This design comes from an exercise in tuning for small area, a short achievable clock period and few clock cycles on the open sky130 flow, not from production work. For this run, only the layout was checked, not whether the RTL still works. Power and IR drop assume default switching activity.

==> flow/config.mk <==
export PLATFORM = sky130hd
export DESIGN_NAME = ex_stage
export DESIGN_NICKNAME = ex_stage
export VERILOG_FILES = /design/flow/design.v
export SDC_FILE = /design/flow/constraint.sdc
export NUM_CORES = 4
export LEC_CHECK = 0
export CAP_MARGIN = 20
export CORE_MARGIN = 2
export CORE_UTILIZATION = 40
export PLACE_DENSITY = 0.6
export SETUP_SLACK_MARGIN = 0.2
export SLEW_MARGIN = 20
==> flow/constraint.sdc <==
create_clock -name core_clock -period 5.7 [get_ports {clk}]
set_input_delay 1.1400 -clock core_clock [delete_from_list [all_inputs] [get_ports {clk}]]
set_output_delay 1.1400 -clock core_clock [all_outputs]
set_load 0.01 [all_outputs]
==> flow/design.v <==
module ex_stage #(
    parameter int XLEN = 64,
    parameter int MD_W = 32
) (
    input  logic            clk,
    input  logic            reset,
    input  logic            Ex_valid_in,
    input  logic [1:0]      Ex_op_in,
    input  logic [2:0]      Ex_op2_in,
    input  logic [5:0]      Ex_op3_in,
    input  logic [4:0]      Ex_regD_in,
    input  logic [XLEN-1:0] Ex_rs1_in,
    input  logic [XLEN-1:0] Ex_rs2_in,
    input  logic [31:0]     Ex_valD_in,
    input  logic            mem_ready,
    output logic            ex_ready,
    output logic [XLEN-1:0] Ex_alures_out,
    output logic [4:0]      Ex_regD_out,
    output logic [1:0]      Ex_op_out,
    output logic [2:0]      Ex_op2_out,
    output logic [5:0]      Ex_op3_out,
    output logic [31:0]     Ex_valD_out,
    output logic            Ex_divzero_out
);
    localparam int CW = $clog2(MD_W);
    localparam int SW = $clog2(XLEN);
    localparam int PW = 2 * MD_W;
    typedef enum logic [1:0] {IDLE, BUSY, DONE} state_t;
    state_t state, state_nx;
    logic [CW-1:0] count;
    logic            accept, is_md, is_div, is_sgn;
    logic [MD_W-1:0] opa, opb, mag_a, mag_b;
    logic [XLEN-1:0] alu_res, md_res;
    logic [PW-1:0]   md_a, md_acc;
    logic [MD_W-1:0] md_b;
    logic            md_div, md_neg, md_dz;
    logic [1:0]      l_op;
    logic [2:0]      l_op2;
    logic [5:0]      l_op3;
    logic [4:0]      l_regD;
    logic [31:0]     l_valD;
    assign ex_ready = (state == IDLE) && mem_ready;
    assign accept   = Ex_valid_in && ex_ready;
    assign is_md    = (Ex_op_in == 2'b10) && (Ex_op3_in[5:4] == 2'b00) && Ex_op3_in[3] && Ex_op3_in[1];
    assign is_div   = Ex_op3_in[2];
    assign is_sgn   = Ex_op3_in[0];
    assign opa      = Ex_rs1_in[MD_W-1:0];
    assign opb      = Ex_rs2_in[MD_W-1:0];
    assign mag_a    = (is_sgn && opa[MD_W-1]) ? -opa : opa;
    assign mag_b    = (is_sgn && opb[MD_W-1]) ? -opb : opb;
    always_comb begin
        alu_res = '0;
        case (Ex_op_in)
            2'b01: alu_res = Ex_rs1_in + Ex_rs2_in;
            2'b00: if (Ex_op2_in == 3'b100) alu_res = Ex_rs2_in;
            2'b10: begin
                case (Ex_op3_in)
                    6'b000000: alu_res = Ex_rs1_in + Ex_rs2_in;
                    6'b000100: alu_res = Ex_rs1_in - Ex_rs2_in;
                    6'b000001: alu_res = Ex_rs1_in & Ex_rs2_in;
                    6'b000010: alu_res = Ex_rs1_in | Ex_rs2_in;
                    6'b000011: alu_res = Ex_rs1_in ^ Ex_rs2_in;
                    6'b100101: alu_res = Ex_rs1_in << Ex_rs2_in[SW-1:0];
                    6'b100110: alu_res = Ex_rs1_in >> Ex_rs2_in[SW-1:0];
                    6'b100111: alu_res = $signed(Ex_rs1_in) >>> Ex_rs2_in[SW-1:0];
                    default:   alu_res = '0;
                endcase
            end
            default: alu_res = '0;
        endcase
    end
    logic [MD_W:0] rem_sh, rem_sub;
    logic          rem_ge;
    assign rem_sh  = {md_acc[MD_W-1:0], md_b[MD_W-1]};
    assign rem_sub = rem_sh - {1'b0, md_a[MD_W-1:0]};
    assign rem_ge  = rem_sh >= {1'b0, md_a[MD_W-1:0]};
    logic [PW-1:0]   prod;
    logic [MD_W-1:0] quo;
    assign prod = md_neg ? -md_acc : md_acc;
    assign quo  = md_neg ? -md_b : md_b;
    always_comb begin
        md_res = XLEN'(prod);
        if (md_dz)       md_res = '1;
        else if (md_div) md_res = {{(XLEN-MD_W){md_neg && (md_b != '0)}}, quo};
    end
    always_ff @(posedge clk or negedge reset) begin
        if (!reset) state <= IDLE;
        else        state <= state_nx;
    end
    always_comb begin
        state_nx = state;
        case (state)
            IDLE: if (accept && is_md) state_nx = (is_div && (opb == '0)) ? DONE : BUSY;
            BUSY: if (count == CW'(MD_W - 1)) state_nx = DONE;
            DONE: if (mem_ready) state_nx = IDLE;
            default: state_nx = IDLE;
        endcase
    end
    always_ff @(posedge clk or negedge reset) begin
        if (!reset) begin
            count  <= '0;
            md_a   <= '0;
            md_b   <= '0;
            md_acc <= '0;
            md_div <= 1'b0;
            md_neg <= 1'b0;
            md_dz  <= 1'b0;
            l_op   <= '0;
            l_op2  <= '0;
            l_op3  <= '0;
            l_regD <= '0;
            l_valD <= '0;
        end else if (accept && is_md) begin
            count  <= '0;
            md_a   <= PW'(is_div ? mag_b : mag_a);
            md_b   <= is_div ? mag_a : mag_b;
            md_acc <= '0;
            md_div <= is_div;
            md_neg <= is_sgn && (opa[MD_W-1] ^ opb[MD_W-1]);
            md_dz  <= is_div && (opb == '0);
            l_op   <= Ex_op_in;
            l_op2  <= Ex_op2_in;
            l_op3  <= Ex_op3_in;
            l_regD <= Ex_regD_in;
            l_valD <= Ex_valD_in;
        end else if (state == BUSY) begin
            count <= count + 1'b1;
            if (md_div) begin
                md_acc <= PW'(rem_ge ? rem_sub[MD_W-1:0] : rem_sh[MD_W-1:0]);
                md_b   <= {md_b[MD_W-2:0], rem_ge};
            end else begin
                if (md_b[0]) md_acc <= md_acc + md_a;
                md_a <= md_a << 1;
                md_b <= md_b >> 1;
            end
        end
    end
    always_ff @(posedge clk or negedge reset) begin
        if (!reset) begin
            Ex_alures_out  <= '0;
            Ex_regD_out    <= '0;
            Ex_op_out      <= 2'b00;
            Ex_op2_out     <= 3'b100;
            Ex_op3_out     <= '0;
            Ex_valD_out    <= '0;
            Ex_divzero_out <= 1'b0;
        end else if (mem_ready) begin
            if (state == DONE) begin
                Ex_alures_out  <= md_res;
                Ex_regD_out    <= l_regD;
                Ex_op_out      <= l_op;
                Ex_op2_out     <= l_op2;
                Ex_op3_out     <= l_op3;
                Ex_valD_out    <= l_valD;
                Ex_divzero_out <= md_dz;
            end else if (accept && !is_md) begin
                Ex_alures_out  <= alu_res;
                Ex_regD_out    <= Ex_regD_in;
                Ex_op_out      <= Ex_op_in;
                Ex_op2_out     <= Ex_op2_in;
                Ex_op3_out     <= Ex_op3_in;
                Ex_valD_out    <= Ex_valD_in;
                Ex_divzero_out <= 1'b0;
            end else begin
                Ex_alures_out  <= '0;
                Ex_regD_out    <= '0;
                Ex_op_out      <= 2'b00;
                Ex_op2_out     <= 3'b100;
                Ex_op3_out     <= '0;
                Ex_valD_out    <= '0;
                Ex_divzero_out <= 1'b0;
            end
        end
    end
endmodule
==> flow/run.sh <==
#!/bin/bash
# synth_recipe.tcl (not shown) runs the flow's synth.tcl, then flattens the netlist and writes it again
# the make line also repeats each setting of config.mk as NAME=value (left out here)
make -C /OpenROAD-flow-scripts/flow DESIGN_CONFIG=/design/flow/config.mk WORK_HOME=/design/flow/orfs CLKGATE_MAP_FILE= SYNTH_SCRIPT=/design/flow/synth_recipe.tcl finish
==> flow_metrics.py <==
metrics = {
    "outcome": {
        "status": "finished clean",
    },
    "clock_tree": {
        "clock_latency_ns": 0.62,
        "cts_resized": 0,
        "clk_pin_slew_ns": 0.07,
        "clkSinkCount": 330,
        "cts-root-buf": "clkbuf_16",
        "htree_levels": 1,
        "post_cts_buffers": 0,
        "ctsHoldBuffers": 0,
        "cts_buffer_depth": 3,
        "numCtsBuffers": 31,
        "cts_tree": "yes",
    },
    "timing": {
        "finalMaxSlewViolations": 0,
        "finalCritPeriodShare_pct": 94.1,
        "clock_skew_ns": 0.0128,
        "setup_slack_ns": 0.337,
        "final_hold_viol_count": 0,
        "tightestPinTransition_ns": 1.10,
        "setup_violations": 0,
        "rsz0062_at_grt": "no",
        "max_freq_mhz": 186,
        "maxSlewHeadroom_pct": 26.0,
        "period_needed_ns": 5.36,
    },
    "detailed_routing": {
        "antenna_left": 0,
        "wl_per_cell_um": 29.9,
        "avgViaCountPerCell": 6.49,
        "dr.pass1.iters": 8,
        "routed_wl_um": 235000,
        "vias": 50900,
        "drtIter0Drc": 6976,
        "route.detailed.drc": 0,
    },
    "grt": {
        "grt_pass1_vias": 47200,
        "track_usage_pct": 40.0,
        "grt_pass1_wl_um": 334000,
        "antenna_found_initial": 10,
        "grt.overflow.total": 0,
        "grt_max_degree": 119,
    },
    "setup_path": {
        "critPathSlowestCell": "clkdlybuf4s50_1",
        "cpMostUsedCell": "a21o_1",
        "crit_family": "compound AO/OA/AOI/OAI gates",
        "crit_required_ns": 6.19,
        "path_cells": "clkdlybuf4s50_1 -> buf_4 -> ha_1 -> inv_1 -> fa_1 -> nand2b_1 -> a21o_1 -> a21o_1 -> o21ai_0 -> o221ai_1 -> a211o_1 -> and3_1 -> nor4_1 -> mux2i_1 -> and2_1 -> a2111oi_0 -> a21oi_1",
        "path_class": "input port to flip-flop",
        "path_buf_inv": 3,
        "crit_path_start_kind": "input port",
        "critPathMaxStageDelay_ns": 0.62,
        "arrival_ns": 5.85,
        "cp-end-kind": "flip-flop",
        "cp_max_fo": 8,
    },
    "pwr": {
        "peakVddDrop_mv": 0.301,
        "p_leak_uw": 0.0225,
        "p_total_uw": 16800,
        "power_density_nw_per_um2": 325,
    },
    "floorplan": {
        "die_height_um": 336,
        "fp.dieArea_um2": 113000,
        "coreArea_um2": 109000,
        "start_util_pct": 40.4,
        "ios": 294,
        "std_cell_rows": 121,
        "dieWidth_um": 336,
    },
    "finish": {
        "fin_area_um2": 51600,
        "drive_above_1_share_pct": 10.7,
        "fillers": 11200,
        "mostFrequentLayoutCell": "nor2_1",
        "finalNetCount": 6890,
        "area_delta_synth_final_pct": 17.4,
        "layout_common_cells": "nor2_1 (701), nand2_1 (651), a21oi_1 (593), o21ai_0 (489), buf_4 (453)",
    },
    "place": {
        "dp_slack_ns": -0.0592,
        "io_buffer_count": 293,
        "place_hpwl_um": 188000,
        "placed_area_um2": 50600,
        "place_congestion": 1.10,
    },
    "synth": {
        "yosysSeqAreaShare_pct": 18.8,
        "synth-edff-count": 0,
        "syn_area_um2": 44000,
        "synth_cells": 6077,
        "syn_nets": 6571,
        "synth_area_per_cell_um2": 7.24,
        "synth_warnings": 1,
        "ys.flop_type": "dfrtp_1",
        "async_flop_share_pct": 100,
        "synth_cell_type_count": 85,
        "ys_seq_elements": 330,
    },
    "worst_hold_path": {
        "hp-class": "flip-flop to flip-flop",
    },
    "run": {
        "maxCapViolCount": 0,
    },
}
state kept, by name (all words and copies together) (netlist names), 6 cells and up:
name / flops
Ex_alures_out: 64
md_a: 64
md_acc: 64
Ex_valD_out: 32
l_valD: 32
md_b: 32
Ex_op3_out: 6
l_op3: 6
metrics by stage:
step	hold WS, ns	std cells	TNS (ns)	utilization (%)
floorplan	0.435	6077	0	-
CTS	0.473	7833	0	47.4
global route	0.482	7833	0	47.4
finish	0.475	7836	0	47.4
detailed placement	0.452	7777	-0.0592	46.4
global placement	0.449	7777	-0.0751	46.4
worst register-to-register path, delay by kind of cell, from the launching register on:
family | cells | cell delay (ns)
AO/OA/AOI/OAI | 5 | 1.89
AND/OR/NAND/NOR | 5 | 1.56
buffers and inverters | 2 | 0.32
adder cells (fa/ha/maj) | 1 | 0.18
flip-flops | 1 | 0.49
XOR/XNOR | 1 | 0.24
power by group:
part	internal (uW)	leakage, uW	total (uW)	switching, uW
Sequential	2950	0.00410	3920	968
Combinational	4220	0.0179	10600	6370
Clock	1250	0.000529	2270	1020
Total	8420	0.0225	16800	8360
path summary, 6_finish.rpt:
path / endpoint / slack, ns / startpoint / depth (start not counted)
max: Ex_alures_out[60] / 0.34 / Ex_rs1_in[0] / 17
min: l_op3[1] / 0.48 / l_op3[1] / 1
max reg2reg: Ex_alures_out[50] / 0.87 / md_acc[0] / 14
min reg2reg: l_op3[1] / 0.48 / l_op3[1] / 1
max in group asynchronous: Ex_alures_out[52] / 3.89 / reset / 2
min in group asynchronous: md_a[11] / 0.61 / reset / 1
per-layer routing:
layer	track usage (%)	wire length (um)	up-vias
met4	19.2	13500	8
li1	-	-	22700
met3	6.81	23800	539
met2	60.4	100000	2969
met5	0	59	-
met1	55.1	97100	24600
cells by family after synthesis:
logic type / share of synthesized area [%]
buffers and inverters: 6.41
AO/OA/AOI/OAI: 30.4
XOR/XNOR: 6.43
flip-flops: 18.8
adder cells (fa/ha/maj): 9.00
AND/OR/NAND/NOR: 19.0
multiplexers: 9.99
cell type report:
class                           count  area, um2  share of cell area [%]
Clock buffer                       39        856                    1.66
Tap cell                         1414       1770                    3.43
Multi-Input combinational cell   4996      33000                    64.0
Clock inverter                     17        220                   0.426
Antenna cell                        3       7.51                  0.0145
Timing Repair Buffer              746       6400                    12.4
Inverter                          291       1090                    2.12
Sequential cell                   330       8260                    16.0
Yosys cell counts (13+ instances only):
cell	number	area [um2]
nor2b_1	27	169
a221o_1	20	200
or3_1	27	169
a222oi_1	21	210
a31oi_1	54	338
a21oi_1	594	2970
or2_2	17	106
inv_1	280	1050
nor2_1	704	2640
mux4_2	48	1080
buf_1	65	244
dfrtp_1	329	8230
a211oi_1	105	788
a21boi_0	16	120
o21bai_1	61	458
mux2i_1	265	2650
nand4_1	66	413
o221ai_1	40	350
a2111oi_0	13	114
o21a_1	37	278
mux2_2	59	664
ha_1	310	3880
a22o_1	13	114
o31ai_1	48	360
clkbuf_1	392	1470
o21ai_0	489	2450
and3_1	21	131
o41ai_1	29	254
nor3_1	99	495
o2111ai_1	13	114
a211o_1	14	123
o22ai_1	37	231
nand2_1	653	2450
and2_1	41	257
xor2_1	88	771
nand3_1	111	556
nor4_1	42	263
nand2b_1	42	263
xnor2_1	235	2060
a221oi_1	89	780
o211ai_1	91	683
a41oi_1	14	123
a21o_1	109	818
a22oi_1	89	668
or4_1	16	120

[afterwards: timing with drivers on the ports]
Ports are ideal in the flow. The routed layout listed here was re-timed in OpenROAD. Step 1, drivers: a clkbuf_16 drives clk and a buf_2 each remaining input, both assumed. Step 2 moves the port delays by t, midway between the first and last clock arrival at a register: inputs arrive t later, outputs are due t later. That takes back most of the time a late clock gives input paths. Slacks: ideal / step 1 / step 2; pairs: ideal / step 1.
t (ns): 0.681
slack for setup (ns): 0.337 / 0.375 / -0.305
worst register clock-pin slew, ns: 0.08 / 0.08
worst slew at a driven data input, ns: 0.15
Met with ideal ports but missed after step 2: setup timing in this run. The setup slack of this run moves by +0.038 ns with the drivers and by -0.642 ns with both steps.
